Source: an optimization exercise on an open RTL-to-GDS flow (aim: a short achievable clock period and few clock cycles). Production flows keep margins and buffers that such runs may drop. Function was checked by simulation only, so behaviour that the tests miss may differ from the original. No activity file was given, so power comes from the tool's default toggle rates.

[flow/design.v]
package core_pkg;
    typedef enum logic [3:0] {
        ALU_ADD,
        ALU_SUB,
        ALU_AND,
        ALU_OR,
        ALU_XOR,
        ALU_SLT,
        ALU_SLL,
        ALU_LUI,
        ALU_PASS
    } alu_op_e;
    typedef enum logic [2:0] {
        MEM_NONE,
        MEM_LW,
        MEM_LB,
        MEM_LBU,
        MEM_SW,
        MEM_SB
    } mem_op_e;
    typedef enum logic [1:0] {
        WB_ALU,
        WB_LOAD,
        WB_MUL
    } wb_src_e;
    typedef struct packed {
        logic [32-1:0] pc;
        logic [32-1:0] instr;
    } if_id_t;
    typedef struct packed {
        alu_op_e                     alu_op;
        logic [32-1:0]       opr1;
        logic [32-1:0]       opr2;
        logic [5-1:0] waddr;
        logic                        we;
        wb_src_e                     wb_src;
        mem_op_e                     mem_op;
        logic [1:0]                  addr_lo;
    } id_ex_t;
    typedef struct packed {
        logic [32-1:0]       result;
        logic [5-1:0] waddr;
        logic                        we;
        logic                        is_mul;
    } ex_mem_t;
endpackage
`timescale 1ns/1ps
module fetch_unit (
    input  logic                  clk,
    input  logic                  i_arst_n,
    input  logic                  i_stall,
    input  logic                  i_branch_taken,
    input  logic [32-1:0] i_branch_target,
    output logic [32-1:0] o_imem_raddr,
    input  logic [32-1:0] i_imem_rdata,
    output core_pkg::if_id_t       o_if_id
);
    logic [32-1:0] pc_q;
    logic [32-1:0] pc_next;
    assign pc_next = i_branch_taken ? i_branch_target : pc_q + 32'(4);
    always_ff @(posedge clk or negedge i_arst_n) begin
        if (!i_arst_n) begin
            pc_q    <= 32'h0040_0000;
            o_if_id <= '0;
        end else if (!i_stall) begin
            pc_q          <= pc_next;
            o_if_id.pc    <= pc_q;
            o_if_id.instr <= i_imem_rdata;
        end
    end
    assign o_imem_raddr = pc_q;
endmodule
`timescale 1ns/1ps
module reg_file (
    input  logic                        clk,
    input  logic                        i_arst_n,
    input  logic [5-1:0] i_raddr1,
    input  logic [5-1:0] i_raddr2,
    output logic [32-1:0]       o_rdata1,
    output logic [32-1:0]       o_rdata2,
    input  logic                        i_wr_we,
    input  logic [5-1:0] i_wr_waddr,
    input  logic [32-1:0]       i_wr_wdata
);
    logic [32-1:0] regs [32];
    always_ff @(posedge clk or negedge i_arst_n) begin
        if (!i_arst_n) begin
            for (int i = 0; i < 32; i++) regs[i] <= '0;
        end else if (i_wr_we && (i_wr_waddr != '0)) begin
            regs[i_wr_waddr] <= i_wr_wdata;
        end
    end
    assign o_rdata1 = (i_raddr1 == '0) ? '0 : regs[i_raddr1];
    assign o_rdata2 = (i_raddr2 == '0) ? '0 : regs[i_raddr2];
endmodule
`timescale 1ns/1ps
module instr_decoder (
    input  core_pkg::if_id_t                i_if_id,
    input  logic [32-1:0] i_rs_val,
    input  logic [32-1:0] i_rt_val,
    input  logic                  i_stall,
    output core_pkg::id_ex_t                o_id_ex,
    output logic                  o_branch_taken,
    output logic [32-1:0] o_branch_target,
    output logic [32-1:0] o_dmem_addr,
    output logic [32-1:0] o_dmem_wdata,
    output logic                  o_dmem_we,
    output logic [3:0]            o_dmem_sel
);
    localparam logic [5:0] OP_SPECIAL  = 6'h00;
    localparam logic [5:0] OP_SPECIAL2 = 6'h1c;
    localparam logic [5:0] OP_BEQ      = 6'h04;
    localparam logic [5:0] OP_BNE      = 6'h05;
    localparam logic [5:0] OP_ADDIU    = 6'h09;
    localparam logic [5:0] OP_ORI      = 6'h0d;
    localparam logic [5:0] OP_LUI      = 6'h0f;
    localparam logic [5:0] OP_LB       = 6'h20;
    localparam logic [5:0] OP_LW       = 6'h23;
    localparam logic [5:0] OP_LBU      = 6'h24;
    localparam logic [5:0] OP_SB       = 6'h28;
    localparam logic [5:0] OP_SW       = 6'h2b;
    localparam logic [5:0] FN_SLL  = 6'h00;
    localparam logic [5:0] FN_MUL  = 6'h02;
    localparam logic [5:0] FN_ADDU = 6'h21;
    localparam logic [5:0] FN_SUBU = 6'h23;
    localparam logic [5:0] FN_AND  = 6'h24;
    localparam logic [5:0] FN_OR   = 6'h25;
    localparam logic [5:0] FN_XOR  = 6'h26;
    localparam logic [5:0] FN_SLT  = 6'h2a;
    logic [5:0]                  opcode;
    logic [5:0]                  funct;
    logic [5-1:0] rt;
    logic [5-1:0] rd;
    logic [32-1:0]       shamt_ext;
    logic [32-1:0]       imm_sext;
    logic [32-1:0]       imm_zext;
    logic [32-1:0]       mem_addr;
    logic                        writes_reg;
    assign opcode    = i_if_id.instr[31:26];
    assign funct     = i_if_id.instr[5:0];
    assign rt        = i_if_id.instr[20:16];
    assign rd        = i_if_id.instr[15:11];
    assign shamt_ext = {{(32-5){1'b0}}, i_if_id.instr[10:6]};
    assign imm_sext  = {{(32-16){i_if_id.instr[15]}}, i_if_id.instr[15:0]};
    assign imm_zext  = {{(32-16){1'b0}}, i_if_id.instr[15:0]};
    always_comb begin
        o_id_ex         = '0;
        o_id_ex.alu_op  = core_pkg::ALU_PASS;
        o_id_ex.opr1    = i_rs_val;
        o_id_ex.opr2    = i_rt_val;
        o_id_ex.waddr   = rt;
        o_id_ex.wb_src  = core_pkg::WB_ALU;
        o_id_ex.mem_op  = core_pkg::MEM_NONE;
        o_id_ex.addr_lo = mem_addr[1:0];
        writes_reg      = 1'b0;
        case (opcode)
            OP_SPECIAL: begin
                o_id_ex.waddr = rd;
                writes_reg    = 1'b1;
                case (funct)
                    FN_ADDU: o_id_ex.alu_op = core_pkg::ALU_ADD;
                    FN_SUBU: o_id_ex.alu_op = core_pkg::ALU_SUB;
                    FN_AND:  o_id_ex.alu_op = core_pkg::ALU_AND;
                    FN_OR:   o_id_ex.alu_op = core_pkg::ALU_OR;
                    FN_XOR:  o_id_ex.alu_op = core_pkg::ALU_XOR;
                    FN_SLT:  o_id_ex.alu_op = core_pkg::ALU_SLT;
                    FN_SLL: begin
                        o_id_ex.alu_op = core_pkg::ALU_SLL;
                        o_id_ex.opr1   = shamt_ext;
                    end
                    default: writes_reg = 1'b0;
                endcase
            end
            OP_SPECIAL2: begin
                o_id_ex.waddr  = rd;
                o_id_ex.wb_src = core_pkg::WB_MUL;
                writes_reg     = (funct == FN_MUL);
            end
            OP_ADDIU: begin
                o_id_ex.alu_op = core_pkg::ALU_ADD;
                o_id_ex.opr2   = imm_sext;
                writes_reg     = 1'b1;
            end
            OP_ORI: begin
                o_id_ex.alu_op = core_pkg::ALU_OR;
                o_id_ex.opr2   = imm_zext;
                writes_reg     = 1'b1;
            end
            OP_LUI: begin
                o_id_ex.alu_op = core_pkg::ALU_LUI;
                o_id_ex.opr2   = imm_zext;
                writes_reg     = 1'b1;
            end
            OP_LW, OP_LB, OP_LBU: begin
                o_id_ex.wb_src = core_pkg::WB_LOAD;
                o_id_ex.mem_op = (opcode == OP_LW) ? core_pkg::MEM_LW :
                                 (opcode == OP_LB) ? core_pkg::MEM_LB : core_pkg::MEM_LBU;
                writes_reg     = 1'b1;
            end
            OP_SW:   o_id_ex.mem_op = core_pkg::MEM_SW;
            OP_SB:   o_id_ex.mem_op = core_pkg::MEM_SB;
            default: writes_reg = 1'b0;
        endcase
        o_id_ex.we = writes_reg && (o_id_ex.waddr != '0);
    end
    assign o_branch_taken = ((opcode == OP_BEQ) && (i_rs_val == i_rt_val))
                         || ((opcode == OP_BNE) && (i_rs_val != i_rt_val));
    assign o_branch_target = i_if_id.pc + 32'(4)
                           + {imm_sext[32-3:0], 2'b00};
    assign mem_addr     = i_rs_val + imm_sext;
    assign o_dmem_addr  = {mem_addr[32-1:2], 2'b00};
    assign o_dmem_wdata = (o_id_ex.mem_op == core_pkg::MEM_SB) ? {4{i_rt_val[7:0]}} : i_rt_val;
    assign o_dmem_we    = ((o_id_ex.mem_op == core_pkg::MEM_SW) || (o_id_ex.mem_op == core_pkg::MEM_SB))
                       && !i_stall;
    always_comb begin
        case (o_id_ex.mem_op)
            core_pkg::MEM_LW, core_pkg::MEM_SW:          o_dmem_sel = 4'b1111;
            core_pkg::MEM_LB, core_pkg::MEM_LBU, core_pkg::MEM_SB: o_dmem_sel = 4'b0001 << mem_addr[1:0];
            default:                 o_dmem_sel = 4'b0000;
        endcase
    end
endmodule
`timescale 1ns/1ps
module operand_bypass (
    input  logic [5-1:0] i_rs_addr,
    input  logic [5-1:0] i_rt_addr,
    input  logic [32-1:0]       i_rs_rf,
    input  logic [32-1:0]       i_rt_rf,
    input  logic                        i_exe_we,
    input  logic [5-1:0] i_exe_waddr,
    input  logic [32-1:0]       i_exe_wdata,
    input  logic                        i_exe_ready,
    input  logic                        i_mem_we,
    input  logic [5-1:0] i_mem_waddr,
    input  logic [32-1:0]       i_mem_wdata,
    input  logic                        i_mem_ready,
    output logic [32-1:0]       o_rs_val,
    output logic [32-1:0]       o_rt_val,
    output logic                        o_stall
);
    logic rs_exe_hit;
    logic rs_mem_hit;
    logic rt_exe_hit;
    logic rt_mem_hit;
    assign rs_exe_hit = i_exe_we && (i_exe_waddr == i_rs_addr) && (i_rs_addr != '0);
    assign rs_mem_hit = i_mem_we && (i_mem_waddr == i_rs_addr) && (i_rs_addr != '0);
    assign rt_exe_hit = i_exe_we && (i_exe_waddr == i_rt_addr) && (i_rt_addr != '0);
    assign rt_mem_hit = i_mem_we && (i_mem_waddr == i_rt_addr) && (i_rt_addr != '0);
    assign o_rs_val = rs_exe_hit ? i_exe_wdata : (rs_mem_hit ? i_mem_wdata : i_rs_rf);
    assign o_rt_val = rt_exe_hit ? i_exe_wdata : (rt_mem_hit ? i_mem_wdata : i_rt_rf);
    assign o_stall = ((rs_exe_hit || rt_exe_hit) && !i_exe_ready)
                  || (rs_mem_hit && !rs_exe_hit && !i_mem_ready)
                  || (rt_mem_hit && !rt_exe_hit && !i_mem_ready);
endmodule
`timescale 1ns/1ps
module mult_pipe (
    input  logic                  clk,
    input  logic                  i_arst_n,
    input  logic [32-1:0] i_a,
    input  logic [32-1:0] i_b,
    output logic [32-1:0] o_product_lo
);
    localparam int LANES = 32 / 8;
    logic [32-1:0] pp_d [LANES];
    logic [32-1:0] pp_q [LANES];
    always_comb begin
        for (int k = 0; k < LANES; k++) begin
            pp_d[k] = i_a * {{(32-8){1'b0}}, i_b[8*k +: 8]};
        end
    end
    always_ff @(posedge clk or negedge i_arst_n) begin
        if (!i_arst_n) begin
            for (int k = 0; k < LANES; k++) pp_q[k] <= '0;
        end else begin
            for (int k = 0; k < LANES; k++) pp_q[k] <= pp_d[k];
        end
    end
    always_comb begin
        o_product_lo = '0;
        for (int k = 0; k < LANES; k++) begin
            o_product_lo = o_product_lo + (pp_q[k] << (8 * k));
        end
    end
endmodule
`timescale 1ns/1ps
module execute_stage (
    input  logic                  clk,
    input  logic                  i_arst_n,
    input  core_pkg::id_ex_t                i_id_ex,
    input  logic                  i_stall,
    input  logic [32-1:0] i_dmem_rdata,
    output logic                  o_exe_we,
    output logic [5-1:0] o_exe_waddr,
    output logic [32-1:0] o_exe_wdata,
    output logic                  o_exe_ready,
    output logic                  o_mem_we,
    output logic [5-1:0] o_mem_waddr,
    output logic [32-1:0] o_mem_wdata,
    output logic                  o_mem_ready
);
    core_pkg::id_ex_t                ex_q;
    core_pkg::ex_mem_t               mem_q;
    logic [32-1:0] alu_result;
    logic [7:0]            load_byte;
    logic [32-1:0] load_data;
    logic [32-1:0] exe_wdata;
    logic [32-1:0] mul_lo;
    always_ff @(posedge clk or negedge i_arst_n) begin
        if (!i_arst_n) begin
            ex_q <= '0;
        end else if (i_stall) begin
            ex_q <= '0;
        end else begin
            ex_q <= i_id_ex;
        end
    end
    always_comb begin
        case (ex_q.alu_op)
            core_pkg::ALU_ADD: alu_result = ex_q.opr1 + ex_q.opr2;
            core_pkg::ALU_SUB: alu_result = ex_q.opr1 - ex_q.opr2;
            core_pkg::ALU_AND: alu_result = ex_q.opr1 & ex_q.opr2;
            core_pkg::ALU_OR:  alu_result = ex_q.opr1 | ex_q.opr2;
            core_pkg::ALU_XOR: alu_result = ex_q.opr1 ^ ex_q.opr2;
            core_pkg::ALU_SLT: alu_result = {{(32-1){1'b0}},
                                   $signed(ex_q.opr1) < $signed(ex_q.opr2)};
            core_pkg::ALU_SLL: alu_result = ex_q.opr2 << ex_q.opr1[4:0];
            core_pkg::ALU_LUI: alu_result = {ex_q.opr2[15:0], 16'h0000};
            default: alu_result = ex_q.opr2;
        endcase
    end
    assign load_byte = i_dmem_rdata[8*ex_q.addr_lo +: 8];
    always_comb begin
        case (ex_q.mem_op)
            core_pkg::MEM_LB:  load_data = {{(32-8){load_byte[7]}}, load_byte};
            core_pkg::MEM_LBU: load_data = {{(32-8){1'b0}}, load_byte};
            default: load_data = i_dmem_rdata;
        endcase
    end
    assign exe_wdata = (ex_q.wb_src == core_pkg::WB_LOAD) ? load_data : alu_result;
    mult_pipe u_mult (
        .clk          (clk),
        .i_arst_n     (i_arst_n),
        .i_a          (ex_q.opr1),
        .i_b          (ex_q.opr2),
        .o_product_lo (mul_lo)
    );
    always_ff @(posedge clk or negedge i_arst_n) begin
        if (!i_arst_n) begin
            mem_q <= '0;
        end else begin
            mem_q.result <= exe_wdata;
            mem_q.waddr  <= ex_q.waddr;
            mem_q.we     <= ex_q.we;
            mem_q.is_mul <= (ex_q.wb_src == core_pkg::WB_MUL);
        end
    end
    assign o_exe_we    = ex_q.we;
    assign o_exe_waddr = ex_q.waddr;
    assign o_exe_wdata = exe_wdata;
    assign o_exe_ready = (ex_q.wb_src != core_pkg::WB_MUL);
    assign o_mem_we    = mem_q.we;
    assign o_mem_waddr = mem_q.waddr;
    assign o_mem_wdata = mem_q.is_mul ? mul_lo : mem_q.result;
    assign o_mem_ready = 1'b1;
endmodule
`timescale 1ns/1ps
module core_top (
    input  logic                  clk,
    input  logic                  i_arst_n,
    output logic [32-1:0] o_imem_raddr,
    input  logic [32-1:0] i_imem_rdata,
    output logic [32-1:0] o_dmem_addr,
    output logic [32-1:0] o_dmem_wdata,
    output logic                  o_dmem_we,
    output logic [3:0]            o_dmem_sel,
    input  logic [32-1:0] i_dmem_rdata
);
    core_pkg::if_id_t                if_id;
    core_pkg::id_ex_t                id_ex;
    logic                  stall;
    logic                  branch_taken;
    logic [32-1:0] branch_target;
    logic [32-1:0] rs_rf;
    logic [32-1:0] rt_rf;
    logic [32-1:0] rs_val;
    logic [32-1:0] rt_val;
    logic                        exe_we;
    logic [5-1:0] exe_waddr;
    logic [32-1:0]       exe_wdata;
    logic                        exe_ready;
    logic                        mem_we;
    logic [5-1:0] mem_waddr;
    logic [32-1:0]       mem_wdata;
    logic                        mem_ready;
    fetch_unit u_fetch (
        .clk             (clk),
        .i_arst_n        (i_arst_n),
        .i_stall         (stall),
        .i_branch_taken  (branch_taken),
        .i_branch_target (branch_target),
        .o_imem_raddr    (o_imem_raddr),
        .i_imem_rdata    (i_imem_rdata),
        .o_if_id         (if_id)
    );
    reg_file u_reg_file (
        .clk      (clk),
        .i_arst_n (i_arst_n),
        .i_raddr1 (if_id.instr[25:21]),
        .i_raddr2 (if_id.instr[20:16]),
        .o_rdata1 (rs_rf),
        .o_rdata2 (rt_rf),
        .i_wr_we    (mem_we),
        .i_wr_waddr (mem_waddr),
        .i_wr_wdata (mem_wdata)
    );
    operand_bypass u_bypass (
        .i_rs_addr (if_id.instr[25:21]),
        .i_rt_addr (if_id.instr[20:16]),
        .i_rs_rf   (rs_rf),
        .i_rt_rf   (rt_rf),
        .i_exe_we    (exe_we),
        .i_exe_waddr (exe_waddr),
        .i_exe_wdata (exe_wdata),
        .i_exe_ready (exe_ready),
        .i_mem_we    (mem_we),
        .i_mem_waddr (mem_waddr),
        .i_mem_wdata (mem_wdata),
        .i_mem_ready (mem_ready),
        .o_rs_val  (rs_val),
        .o_rt_val  (rt_val),
        .o_stall   (stall)
    );
    instr_decoder u_decoder (
        .i_if_id         (if_id),
        .i_rs_val        (rs_val),
        .i_rt_val        (rt_val),
        .i_stall         (stall),
        .o_id_ex         (id_ex),
        .o_branch_taken  (branch_taken),
        .o_branch_target (branch_target),
        .o_dmem_addr     (o_dmem_addr),
        .o_dmem_wdata    (o_dmem_wdata),
        .o_dmem_we       (o_dmem_we),
        .o_dmem_sel      (o_dmem_sel)
    );
    execute_stage u_execute (
        .clk          (clk),
        .i_arst_n     (i_arst_n),
        .i_id_ex      (id_ex),
        .i_stall      (stall),
        .i_dmem_rdata (i_dmem_rdata),
        .o_exe_we     (exe_we),
        .o_exe_waddr  (exe_waddr),
        .o_exe_wdata  (exe_wdata),
        .o_exe_ready  (exe_ready),
        .o_mem_we     (mem_we),
        .o_mem_waddr  (mem_waddr),
        .o_mem_wdata  (mem_wdata),
        .o_mem_ready  (mem_ready)
    );
endmodule
[flow/run.sh]
#!/bin/bash
# synth_recipe.tcl (not shown) runs the flow's synth.tcl, then flattens the netlist and writes it again
# the make line also repeats each setting of config.mk as NAME=value (left out here)
make -C /OpenROAD-flow-scripts/flow DESIGN_CONFIG=/design/flow/config.mk WORK_HOME=/design/flow/orfs CLKGATE_MAP_FILE= SYNTH_SCRIPT=/design/flow/synth_recipe.tcl finish
[flow/config.mk]
export PLATFORM = sky130hd
export DESIGN_NAME = core_top
export DESIGN_NICKNAME = core_top
export VERILOG_FILES = /design/flow/design.v
export SDC_FILE = /design/flow/constraint.sdc
export NUM_CORES = 4
export LEC_CHECK = 0
export CAP_MARGIN = 20
export CORE_MARGIN = 2
export CORE_UTILIZATION = 30
export PLACE_DENSITY = 0.45
export SLEW_MARGIN = 20
[flow/constraint.sdc]
create_clock -name core_clock -period 12.0 [get_ports {clk}]
set_input_delay 2.4000 -clock core_clock [delete_from_list [all_inputs] [get_ports {clk}]]
set_output_delay 2.4000 -clock core_clock [all_outputs]
set_load 0.01 [all_outputs]
==> key figures <==
Synthesis
  • Synthesized flop and latch total: 1288
  • Post-Synthesis Cells: roughly 11000
  • Register area share after synthesis: 36.2%
  • Avg Cell Area, Syn: roughly 8.5 µm²
  • FFs w/ async S/R, synth: 100%
  • Yosys warning count: 8
  • Mapped cell area: 0.0891 mm²
  • Post-synth EDFFs: 0
  • Ys flop type: dfrtp_1
  • Synth cell types: about 110

Layout
  • Layout area overhead: 14.8%
  • Share of cells above drive strength 1: 9.22%
  • Register area: approximately 0.032 mm²
  • Finished Core Util: 34.5%
  • Commonest non-fill, non-tap cell in the layout: nand2_1
  • Multi-input logic area: 0.0531 mm²
  • Most frequent cells in the layout: nand2_1, dfrtp_1, o21ai_0, nor2_1, a22oi_1
  • Final nets: 11200
  • Fillers: between 30000 and 40000

Placement
  • Pre-CTS setup slack: 1.11 ns
  • Port Buffer Count: approximately 160
  • HPWL Detailed: between 300000 and 400000 µm
  • GPL Wtd Cong: 1.02

Floorplanning
  • Die X: 549 µm
  • Num rows: 200
  • CORE AREA: 0.296 mm²
  • Die area: 0.302 mm²
  • Boundary pin count: 167
  • Initial Util: a little under a third
  • Chip height: 549 µm

Timing
  • Hold Violations, Final: 0
  • Worst Tran Pin Value: roughly 1.3 ns
  • Endpoints failing setup: 0
  • F_max: slightly below 90 MHz
  • Clk_skew: about 0.11 ns
  • RSZ-0062 raised after global routing: no
  • Final period util: ~96%
  • Worst slew margin: between 10% and 20%
  • Max-slew violation count: 0
  • Final min period: 11.46 ns
  • Slack of the critical path: 0.537 ns
  • Setup TNS: 0 ns

Routing
  • Routed len/inst: around 37 µm
  • Iter 0 DRT Violations: about 14000
  • DRC violations left: 0
  • WL final: 536000 µm
  • DRT Pass-1 Iters: 10
  • DR vias/cell: 6.20
  • Via count: 90100
  • Post-DRT Antenna Nets: 0

Worst hold path
  • Hold Crit Class: flop to flop
  • Hold depth: 0

Global route
  • Antenna violations before repair: 51
  • Largest net degree at the start of global routing: 160
  • First-pass GRT wire length: 730000 µm
  • Vias in the first global route: about 86000
  • Aggregate global routing overflow: 0
  • GRT Total Usage: 34.6%

Setup path
  • Slowest CP cell: dfrtp_1
  • Crit-path max cell delay: about 0.89 ns
  • Crit Path Max Fanout: 15
  • WP data required: approximately 9.6 ns
  • Crit end category: output port
  • Setup crit start kind: flop
  • CP delay by family, top: compound AO/OA/AOI/OAI gates
  • CP arrival: about 9.1 ns
  • WP depth: 32
  • WP buf/inv: 4
  • Reg2reg path depth: 18
  • CP most frequent cell: o21ai_0
  • Critical path class: flop to output port

Clock network
  • H-tree depth: 4
  • Clk latency of the worst-skew pair: 0.92 ns
  • Root Driver: clkbuf_16
  • Clk sinks: ~1300
  • Clock tree buffer depth: 4
  • Clock transition at path regs: 0.06 ns
  • TritonCTS clock tree: done
  • CTS Buf Count: 162

Power
  • Leakage: around 0.044 µW
  • PwrDens: approximately 130 mW/mm²
  • VDD IR max: a little over 0.1 mV
  • Final Total Pwr: 13000 µW

Job
  • MaxCap Viol Count: 0

Outcome
  • Status: complete, no violations
## path summary, 6_finish.rpt
path                                     start                     end  slack [ns]
max reg2reg                u_fetch.o_if_id[18]         u_fetch.pc_q[4]        3.02
min in group asynchronous             i_arst_n  u_reg_file.regs[5][18]        1.46
min reg2reg                  u_execute.ex_q[7]      u_execute.mem_q[1]        0.45
max                        u_fetch.o_if_id[25]         o_dmem_addr[30]        0.54
min                          u_execute.ex_q[7]      u_execute.mem_q[1]        0.45
max in group asynchronous             i_arst_n     u_fetch.o_if_id[21]        8.11
## what timing repair did
action,in CTS,in global routing
setup buffers,0,0
hold buffers,0,0
gates resized for setup,0,1
setup endpoints to repair,0,1
## stage by stage
stage,area [µm²],instances,hold slack (ns)
final,102000,14500,0.451
after CTS,102000,14500,0.456
after global routing,102000,14500,0.466
after floorplan,89100,10500,0.386
after global placement,96800,14200,0.440
after detailed placement,96900,14200,0.442
## metal layers
metal	wire length (µm)	track usage (%)	vias to the layer above
met5	346	0.142	-
met4	41300	22.9	28
met3	56300	9.29	1705
met2	227000	51.0	6227
met1	211000	44.4	45200
li1	-	-	36900
## where the power goes
part	switching, µW	internal, µW	total (µW)
Sequential	363	4630	5000
Combinational	1960	950	2910
Clock	2170	2910	5080
Total	4490	8490	13000
## logic make-up after synthesis
group	Yosys count	share of synthesized area, %
adder cells (fa/ha/maj)	711	13.0
XOR/XNOR	220	2.16
AND/OR/NAND/NOR	3868	19.5
buffers and inverters	1304	5.70
AO/OA/AOI/OAI	2970	21.5
other	1	0.00421
multiplexers	143	1.96
flip-flops	1288	36.2
## registers in the layout (all words and copies together) (netlist names)
name,count
u_fetch.o_if_id,64
u_reg_file.regs,992
u_fetch.pc_q,32
u_execute.ex_q,81
u_execute.mem_q,39
u_execute.u_mult.pp_q,80
## Yosys cell counts, drive strengths merged (50+ instances only)
cell type / n / area share (%)
nor2: 808 / 3.4
o21ai: 1101 / 6.2
nand2b: 50 / 0.35
dfrtp: 1287 / 36
nor3: 148 / 0.84
clkbuf: 636 / 2.7
xor2: 57 / 0.56
a211oi: 59 / 0.51
nor2b: 52 / 0.36
nand4: 166 / 1.2
a2111oi: 83 / 0.83
and2: 51 / 0.36
fa: 361 / 8.1
ha: 350 / 4.9
inv: 476 / 2.0
nand3: 268 / 1.5
a21oi: 448 / 2.5
nor4: 69 / 0.49
a21o: 56 / 0.47
a22oi: 663 / 5.6
nand2: 1815 / 7.6
mux2i: 101 / 1.1
and3: 245 / 1.7
xnor2: 163 / 1.6
buf: 182 / 0.98
## area by class of cell
type / instances / share of cell area [%]
clock inverter: 58 / 0.644
tap: 3939 / 4.81
multi-input combinational: 7914 / 51.9
sequential: 1288 / 31.5
clock buffer: 227 / 4.51
inverter: 486 / 1.78
timing repair buffer: 578 / 4.77
antenna: 34 / 0.0831
Testbench counts, summed over its fixed seeds: cycles 35,247.

## afterwards: timing with drivers on the ports
In the flow no input, the clock included, has a driving cell. The finished layout below was timed again as built, in two steps. Step 1 assumes that a clkbuf_16 drives the clock port and a buf_2 every other input. Step 2 also shifts input and output timing later by t, the mid clock arrival at the registers, as if the neighbouring blocks saw the same clock. Three values: no drivers, after step 1, after step 2; two values: the first two.
shift t [ns]: 0.982
slack for setup (ns): 0.537 / 0.421 / 0.986
worst setup path after step 2: input to output
worst data-port slew with drivers (ns): 0.09
cell pins on the clock port's net: 1
After both steps this run still meets setup and hold. For this run, drivers alone change the setup slack by -0.116 ns; drivers and shift together by +0.449 ns.
